Background: an optimization exercise with open tools, aiming at small area, a short achievable clock period and few clock cycles per item. Do not read the settings as production practice. Where RTL was checked, it was by simulation tests only, not by an equivalence proof against the original. Power figures rest on the tool's default switching activity, not on a simulated workload.

v6:
==> flow/design.v (excerpt) <==
module adc_channel_smoother_deadband #(
  parameter int unsigned CHANNELS    = 64,
  parameter int unsigned SAMPLE_BITS = 12
) (
  input  logic         clk_i,
  input  logic         rst_ni,
  input  logic         sample_valid_i,
  output logic         sample_ready_o,
  input  logic         sample_kind_i,
  input  logic [5:0]   sample_channel_i,
  input  logic [11:0]  sample_raw_i,
  input  logic         sample_force_i,
  output logic         report_valid_o,
  input  logic         report_ready_i,
  output logic [5:0]   report_channel_o,
  output logic [15:0]  report_scaled_o,
  output logic [11:0]  report_smoothed_o,
  input  logic         cfg_valid_i,
  output logic         cfg_ready_o,
  input  logic         cfg_index_i,
  input  logic [63:0]  cfg_data_i
);
Settings: LEC_CHECK=0, CAP_MARGIN=20, CORE_MARGIN=2, CORE_UTILIZATION=40, CTS_BUF_LIST=sky130_fd_sc_hd__clkbuf_16, CTS_CLUSTER_DIAMETER=100, CTS_CLUSTER_SIZE=28, SLEW_MARGIN=20; clock period 13.0 ns.
standard.sh (not shown) runs the stock make flow with config.mk's settings and CLKGATE_MAP_FILE= SYNTH_SCRIPT=/design/flow/synth_recipe.tcl, a recipe that flattens the netlist after the stock synthesis.
==> flow/flow/run.sh <==
#!/bin/bash
# Layout: the standard flow (standard.sh), with two changes to how the layout is
# made: the port buffers are buf_2 cells, and timing repair aims at a slack margin
# below the fixed 13 ns period, so that the paths are sized for a short achieved period.
# The clock period and constraints are the standard flow's, unchanged.
set -euo pipefail
bash standard.sh \
  "BUFFER_PORTS_ARGS=-buffer_cell sky130_fd_sc_hd__buf_2" \
  "SETUP_SLACK_MARGIN=${ACSD_SETUP_MARGIN:-8.8}" \
  finish > standard_flow.log 2>&1
Testbench counts of v6, summed over its fixed seeds: cycles 24,353, items 24,000.
> inputs changed (v6 -> v7)
# v6
export LEC_CHECK = 0
export CAP_MARGIN = 20
export CORE_MARGIN = 2
export CORE_UTILIZATION = 40
export CTS_BUF_LIST = sky130_fd_sc_hd__clkbuf_16
export CTS_CLUSTER_DIAMETER = 100
export CTS_CLUSTER_SIZE = 28
export SLEW_MARGIN = 20
create_clock -name core_clock -period 13.0 [get_ports {clk_i}]
# v7
export LEC_CHECK = 0
export CAP_MARGIN = 20
export CORE_MARGIN = 2
export CORE_UTILIZATION = 50
export CTS_BUF_LIST = sky130_fd_sc_hd__clkbuf_16
export CTS_CLUSTER_DIAMETER = 100
export CTS_CLUSTER_SIZE = 28
export SLEW_MARGIN = 20
create_clock -name core_clock -period 13.0 [get_ports {clk_i}]
-- flow/flow/run.sh --
<<< v6, line 8
  "BUFFER_PORTS_ARGS=-buffer_cell sky130_fd_sc_hd__buf_2" \
  "SETUP_SLACK_MARGIN=${ACSD_SETUP_MARGIN:-8.8}" \
  finish > standard_flow.log 2>&1
>>> v7, line 8
  "BUFFER_PORTS_ARGS=-buffer_cell sky130_fd_sc_hd__buf_2" \
  "SETUP_SLACK_MARGIN=${ACSD_SETUP_MARGIN:-9.0}" \
  finish > standard_flow.log 2>&1
Post-cts resize count ended up 27 higher on v7 than on v6. Going from v6 to v7, clock share of power increased by 0.3 points relative to the old numbers, die boundary width has decreased, final area shrank by 410 um^2, total vias in the final route lower. The higher number of cells on the worst reg-to-reg path came out of v7. A uppermost signal routing layer after detailed routing of met5 is what v6 shows, while met4 belongs to v7. Changes observed in v7 relative to v6: critical path data required time fell by 3.22 ns, maximum number of buffers from clock root to sink essentially unchanged, global-route track usage on met1 now sits higher.


adc_channel_smoother_deadband, a different RTL version from the one above (not shown whole).
Size: about 4500 cells after synthesis, about 2000 flip-flops.
Settings: LEC_CHECK=0, CAP_MARGIN=20, CORE_MARGIN=2, CORE_UTILIZATION=40, CTS_BUF_LIST=sky130_fd_sc_hd__clkbuf_8, CTS_CLUSTER_SIZE=30, SLEW_MARGIN=20; clock period 13.0 ns.
run.sh (not shown) runs the stock make flow with config.mk's settings and CLKGATE_MAP_FILE= SYNTH_SCRIPT=/design/flow/synth_recipe.tcl, a recipe that flattens the netlist after the stock synthesis.
Stock flow here: none of the scripts above is used.
The first run produced a clean layout.
Then changed:
Settings changed: CTS_BUF_LIST sky130_fd_sc_hd__clkbuf_8 to unset, CTS_CLUSTER_SIZE 30 to unset.
What happened: Final area rose slightly; wire length fell slightly; global-route usage fell by 0.11 points; via count fell slightly; first-iteration DRC count rose by a few percent; setup slack gets better by 0.023 ns; total power rose by a few percent; die area is unchanged.
Function was not checked in any run of this note: the RTL went through the layout flow alone.

==> afterwards: timing with drivers on the ports <==
Ports are ideal in the flow. The routed layouts listed here were re-timed in OpenROAD. Step 1 sets driving cells, clkbuf_16 on the clock port and buf_2 on the other inputs (assumed; they add their load-dependent delay and slew). Step 2, shift: input delay + t, output delay - t, t = (earliest + latest rising clock arrival at the registers) / 2. This alone moves slack from input paths to output paths. Three values: ideal ports, drivers, drivers and shift; two values: the first two.
run	shift t [ns]	setup slack, ns	hold slack, ns
v6	0.806	8.922 / 8.922 / 8.332	0.324 / 0.324 / 0.324
v7	0.806	9.087 / 9.003 / 8.511	0.336 / 0.336 / 0.336
the first run of note 2	1.075	8.088 / 8.088 / 7.934	0.319 / 0.319 / 0.319
the second run of note 2	0.910	8.112 / 8.112 / 7.961	0.326 / 0.326 / 0.326
After both steps setup and hold are still met in every run listed. The setup slack of v6, which loses most, moves by 0.000 ns with the drivers and by -0.590 ns with both steps.
